Background: an optimization exercise with open tools, aiming at small area and a short achievable clock period. Do not read the settings as production practice.
The RTL was checked by simulation tests, not by an equivalence proof against the original design.
Power figures rest on the tool's default switching activity, not on a simulated workload.

// tag_wb_buffer
module tag_wb_buffer #(
    parameter int AW    = 32,
    parameter int DW    = 128,
    parameter int DEPTH = 4
) (
    input  logic                     clk,
    input  logic                     rst,
    input  logic                     wb_valid,
    output logic                     wb_ready,
    input  logic [AW-1:0]            wb_addr,
    input  logic [DW-1:0]            wb_data,
    output logic                     mem_valid,
    input  logic                     mem_ready,
    output logic [AW-1:0]            mem_addr,
    output logic [DW-1:0]            mem_data,
    input  logic                     lk_valid,
    input  logic [AW-1:0]            lk_addr,
    output logic                     lk_rsp,
    output logic                     lk_hit,
    output logic [DW-1:0]            lk_data,
    output logic [$clog2(DEPTH):0]   count
);
For scale: ~670 flip-flops, ~30000 um^2 of cells after synthesis.
clock: 5.5 ns
lec_check: 0
cap_margin: 20
core_margin: 2
core_utilization: 40
setup_slack_margin: 2.5
slew_margin: 20
standard.sh (not shown) runs the stock make flow with config.mk's settings and CLKGATE_MAP_FILE= SYNTH_SCRIPT=/design/flow/synth_recipe.tcl, a recipe that flattens the netlist after the stock synthesis.
==> flow/flow/run.sh <==
#!/bin/bash
# Standard ORFS layout, except that the port buffers are buf_1 cells rather than the
# resizer's default pick (clkdlybuf4s50_1), which is larger and slower.
set -euo pipefail
bash standard.sh "BUFFER_PORTS_ARGS=-buffer_cell sky130_fd_sc_hd__buf_1" finish > make.log 2>&1
The first run finished with timing, DRC and antenna clean.
Then changed:
==> flow/run.sh (new file) <==
#!/bin/bash
# synth_recipe.tcl (not shown) runs the flow's synth.tcl, then flattens the netlist and writes it again
# the make line also repeats each setting of config.mk as NAME=value (left out here)
make -C /OpenROAD-flow-scripts/flow DESIGN_CONFIG=/design/flow/config.mk WORK_HOME=/design/flow/orfs CLKGATE_MAP_FILE= SYNTH_SCRIPT=/design/flow/synth_recipe.tcl finish
SETUP_SLACK_MARGIN = default   (was 2.5)
removed: flow/flow/run.sh
removed: flow/standard.sh
The new run ran to the end with no violations; wire length is lower by roughly a tenth; critical path depth falls by 2; worst setup slack degrades by 1.1 ns; clock skew is higher by 0.0094 ns; sequential share of layout area grows by 2.3 points; sequential power barely changes.
Then changed:
==> flow/flow/run.sh (new file) <==
#!/bin/bash
# Standard ORFS layout, except that the port buffers are buf_1 cells rather than the
# resizer's default pick (clkdlybuf4s50_1), which is larger and slower.
set -euo pipefail
bash standard.sh "BUFFER_PORTS_ARGS=-buffer_cell sky130_fd_sc_hd__buf_1" finish > make.log 2>&1
==> flow/standard.sh (new file) <==
#!/bin/bash
# synth_recipe.tcl (not shown) runs the flow's synth.tcl, then flattens the netlist and writes it again
# the make line also repeats each setting of config.mk as NAME=value (left out here)
make -C /OpenROAD-flow-scripts/flow DESIGN_CONFIG=/design/flow/config.mk WORK_HOME=/design/flow/orfs CLKGATE_MAP_FILE= SYNTH_SCRIPT=/design/flow/synth_recipe.tcl "${@:-finish}"
removed: flow/run.sh
What happened: The changed run finished with timing, DRC and antenna clean. Final area goes down by 8.1%. Critical path depth increases by 6. Final cell count barely changes. Synthesized cell count does not change. Register-to-register slack degrades by 0.05 ns. Area after synthesis does not change. Die area is unchanged.
Then changed:
ABC_CLOCK_PERIOD_IN_PS = 2500   (was default)
CORE_UTILIZATION = 60   (was 40)
SETUP_SLACK_MARGIN = 2.5   (was default)
Result:
- The new run went through all stages and came out clean
- design area rises by 9.8%
- setup slack gains 0.87 ns
- utilization goes up by 30 points
- clock power drops by about 1%
- first-iteration DRC count came out higher by 81%
- sequential power climbs by about 1%
- synthesized cell count is unchanged
- via count went up by 11%
- clock-buffer cell count went down by 8

* * *

The RTL this note starts from:
==> flow/design.v <==
module tag_wb_buffer #(
    parameter int AW    = 32,
    parameter int DW    = 128,
    parameter int DEPTH = 4
) (
    input  logic                     clk,
    input  logic                     rst,
    input  logic                     wb_valid,
    output logic                     wb_ready,
    input  logic [AW-1:0]            wb_addr,
    input  logic [DW-1:0]            wb_data,
    output logic                     mem_valid,
    input  logic                     mem_ready,
    output logic [AW-1:0]            mem_addr,
    output logic [DW-1:0]            mem_data,
    input  logic                     lk_valid,
    input  logic [AW-1:0]            lk_addr,
    output logic                     lk_rsp,
    output logic                     lk_hit,
    output logic [DW-1:0]            lk_data,
    output logic [$clog2(DEPTH):0]   count
);
    localparam int CW = $clog2(DEPTH) + 1;
    localparam logic [CW-1:0] FULL = CW'(DEPTH);
    logic [AW-1:0]    addr_q [DEPTH];
    logic [DW-1:0]    data_q [DEPTH];
    logic [DEPTH-1:0] v;                
    logic [DEPTH-1:0] q [DEPTH];        
    logic [DEPTH-1:0] lk_sel;           
    logic [DEPTH-1:0] ws;               
    logic [DEPTH-1:0] co_m, lk_m;
    logic             wb_acc, retire, co_hit, alloc, wb_lk;
    logic             lk_nh;
    logic [DEPTH-1:0] q1 [DEPTH+1];
    logic [DEPTH-1:0] q2 [DEPTH];
    logic [DEPTH-1:0] v_n, sel_n;
    logic [AW-1:0]    ma;
    logic [DW-1:0]    md, ld;
    always_comb begin
        wb_ready  = (count != FULL);
        mem_valid = (count != '0);
        wb_acc    = wb_valid && wb_ready;
        retire    = mem_valid && mem_ready;
        ws = '0;
        for (int j = DEPTH - 1; j >= 0; j--) begin
            if (!v[j]) begin
                ws    = '0;
                ws[j] = 1'b1;
            end
        end
        for (int j = 0; j < DEPTH; j++) begin
            co_m[j] = v[j] && !q[0][j] && (addr_q[j] == wb_addr);
            lk_m[j] = v[j] && (addr_q[j] == lk_addr);
        end
        co_hit = wb_acc && (co_m != '0);
        alloc  = wb_acc && !co_hit;
        wb_lk  = wb_acc && (wb_addr == lk_addr);
        lk_nh  = (lk_m & ~q[0]) != '0;
        for (int k = 0; k < DEPTH; k++) begin
            q1[k] = (wb_acc && (q[k] & co_m) != '0) ? ws : q[k];
            if (count == CW'(k)) q1[k] = ws;
        end
        q1[DEPTH] = ws;
        for (int k = 0; k < DEPTH; k++) q2[k] = retire ? q1[k+1] : q1[k];
        v_n = v;
        if (co_hit) v_n = v_n & ~co_m;
        if (retire) v_n = v_n & ~q[0];
        if (wb_acc) v_n = v_n | ws;
        if (wb_lk) sel_n = ws;
        else       sel_n = lk_m & (lk_nh ? ~q[0] : q[0]);
        if (!lk_valid) sel_n = '0;
        ma = '0;
        md = '0;
        ld = '0;
        for (int j = 0; j < DEPTH; j++) begin
            ma = ma | (addr_q[j] & {AW{q[0][j]}});
            md = md | (data_q[j] & {DW{q[0][j]}});
            ld = ld | (data_q[j] & {DW{lk_sel[j]}});
        end
        mem_addr = ma;
        mem_data = md;
        lk_data  = ld;
    end
    always_ff @(posedge clk) begin
        if (rst) begin
            v      <= '0;
            count  <= '0;
            lk_rsp <= 1'b0;
            lk_hit <= 1'b0;
            lk_sel <= '0;
        end else begin
            v <= v_n;
            case ({alloc, retire})
                2'b10:   count <= count + 1'b1;
                2'b01:   count <= count - 1'b1;
                default: count <= count;
            endcase
            lk_rsp <= lk_valid;
            lk_hit <= lk_valid && (wb_lk || lk_m != '0);
            lk_sel <= sel_n;
        end
    end
    always_ff @(posedge clk) begin
        for (int k = 0; k < DEPTH; k++) q[k] <= q2[k];
    end
    always_ff @(posedge clk) begin
        for (int j = 0; j < DEPTH; j++) begin
            if (ws[j]) begin
                addr_q[j] <= wb_addr;
                data_q[j] <= wb_data;
            end
        end
    end
endmodule
Settings: LEC_CHECK=0, CAP_MARGIN=20, CORE_MARGIN=2, CORE_UTILIZATION=60, CTS_CLUSTER_DIAMETER=60, CTS_CLUSTER_SIZE=20, SETUP_SLACK_MARGIN=2.5, SLEW_MARGIN=20; clock period 5.5 ns.
==> flow/flow/run.sh <==
#!/bin/bash
# Standard ORFS layout, except that the port buffers are buf_1 cells rather than the
# resizer's default pick (clkdlybuf4s50_1), which is larger and slower.
set -euo pipefail
bash standard.sh "BUFFER_PORTS_ARGS=-buffer_cell sky130_fd_sc_hd__buf_1" finish > make.log 2>&1
Change:
- ABC_AREA: not set -> 1
- CTS_CLUSTER_DIAMETER: 60 -> 80
- CTS_CLUSTER_SIZE: 20 -> 30
Result:
- Now the flow stopped in global routing (5_1_grt) with GRT-0232
- area after synthesis is higher by 3.9%
- synthesized cell count is higher by 37%
Change:
- ABC_AREA: 1 -> not set
- SETUP_SLACK_MARGIN: 2.5 -> 2.0
The changed run went through all stages and came out clean; synthesized cell count goes down by 27%; area after synthesis falls by 3.8%.
Change:
- SETUP_SLACK_MARGIN: 2.0 -> 2.5
=>
- final cell count went up by 2.3%
- via count went up by 6.2%
- worst setup slack gets better by 350 ps
- final area went up by 7.0%
- clock-buffer cell count went down by 1
Change:
- ABC_CLOCK_PERIOD_IN_PS: not set -> 1000
Effect: The new run completed with no timing, DRC or antenna violations. Wire length does not change. Via count is unchanged. Setup slack stays the same. Clock-buffer cell count stays the same.

* * *

## try-ember
Another version of the RTL of tag_wb_buffer (not shown whole).
Size: ~2300 cells after synthesis, roughly 740 flip-flops, roughly 490 I/O pins, ~31000 sq um of cells after synthesis.
clock: 5.5 ns
lec_check: 0
cap_margin: 20
core_margin: 2
core_utilization: 60
cts_cluster_diameter: 60
cts_cluster_size: 20
setup_slack_margin: 2.7
slew_margin: 20
synth_hierarchical: 1
synth_minimum_keep_size: 0
Scripts as last shown in full above: flow/flow/run.sh
The inputs of try-raven differ from those of try-ember as listed below.
--- a/flow/config.mk
+++ b/flow/config.mk
@@ -13 +13 @@
-export SETUP_SLACK_MARGIN = 2.7
+export SETUP_SLACK_MARGIN = 2.9
==> comparison <==
Comparing try-raven and try-ember, part of the power in combinational logic is lower on try-ember.
try-raven — peak clock frequency supported by timing 0.023 GHz lower, try-ember as reference
Delta(worst hold slack, try-raven - try-ember) > 0
Core util | try-raven vs try-ember | try-raven higher
Going from try-ember to try-raven, sum of internal, switching and leakage power went up by 3.5 mW; non-clock buffer count +270.
The following lists how try-xenon was set up differently from try-raven:
--- a/flow/config.mk
+++ b/flow/config.mk
@@ -10 +10 @@
-export CORE_UTILIZATION = 60
+export CORE_UTILIZATION = 70
@@ -13 +13 @@
-export SETUP_SLACK_MARGIN = 2.9
+export SETUP_SLACK_MARGIN = 2.7
Notes after the runs:
Comparing try-xenon against try-raven, there is no change at all in synthesized cell count.
Per the comparison of try-xenon with try-raven, total routing usage reported by global routing has increased; final period demand of the worst path down 0.15 ns.
Changes in try-juniper relative to try-xenon:
--- a/flow/config.mk
+++ b/flow/config.mk
@@ -10 +10 @@
-export CORE_UTILIZATION = 70
+export CORE_UTILIZATION = 60
@@ -13 +13 @@
-export SETUP_SLACK_MARGIN = 2.7
+export SETUP_SLACK_MARGIN = 2.8
Notes after the runs:
try-juniper closes out successfully: all stages finished, all timing, DRC and antenna checks passed. Against try-xenon, setup slack in try-juniper came out better. Re fraction of standard cell area that is sequential: try-xenon and try-juniper aren't equal, and the lower value belongs to try-juniper. Of try-xenon and try-juniper, try-xenon shows the lower row count, with try-juniper above it. Core region area went up by more than 10% going from try-xenon to try-juniper.

==> re-timing with driven ports <==
Ports are ideal in the flow. The routed layouts listed here were re-timed in OpenROAD.
Step 1 assumes that a clkbuf_16 drives the clock port and a buf_2 every other input.
Step 2 moves the port delays by t, midway between the first and last clock arrival at a register: inputs arrive t later, outputs are due t later. That takes back most of the time a late clock gives input paths.
a / b / c = ideal / step 1 / step 2; a / b = the first two.
run | t, ns | setup WS [ns] | worst register clock-pin slew, ns | worst data-port slew with drivers (ns) | pins driven straight from the clock port
the first run of note 1 | 0.698 | 2.305 / 2.242 / 1.703 | 0.06 / 0.06 | 0.11 | 1
the second run of note 1 | 0.674 | 1.167 / 1.103 / 0.558 | 0.06 / 0.06 | 0.14 | 1
the third run of note 1 | 0.673 | 1.498 / 1.529 / 0.856 | 0.06 / 0.06 | 0.16 | 1
the fourth run of note 1 | 0.680 | 2.368 / 2.301 / 1.763 | 0.06 / 0.06 | 0.13 | 1
the first run of note 2 | 0.670 | 2.447 / 2.382 / 1.864 | 0.09 / 0.09 | 0.11 | 1
the third run of note 2 | 0.656 | 2.036 / 1.971 / 1.426 | 0.11 / 0.11 | 0.13 | 1
the fourth run of note 2 | 0.720 | 2.382 / 2.315 / 1.838 | 0.12 / 0.12 | 0.10 | 1
the fifth run of note 2 | 0.720 | 2.382 / 2.315 / 1.838 | 0.12 / 0.12 | 0.10 | 1
try-ember | 0.664 | 2.726 / 2.661 / 2.118 | 0.09 / 0.09 | 0.11 | 1
try-raven | 0.685 | 2.536 / 2.466 / 1.865 | 0.11 / 0.11 | 0.18 | 1
try-xenon | 0.668 | 2.690 / 2.641 / 1.987 | 0.09 / 0.09 | 0.13 | 1
try-juniper | 0.665 | 2.761 / 2.714 / 2.101 | 0.09 / 0.09 | 0.11 | 1
After both steps setup and hold are still met in every run listed. The setup slack of try-xenon, which loses most, moves by -0.049 ns with the drivers and by -0.703 ns with both steps.
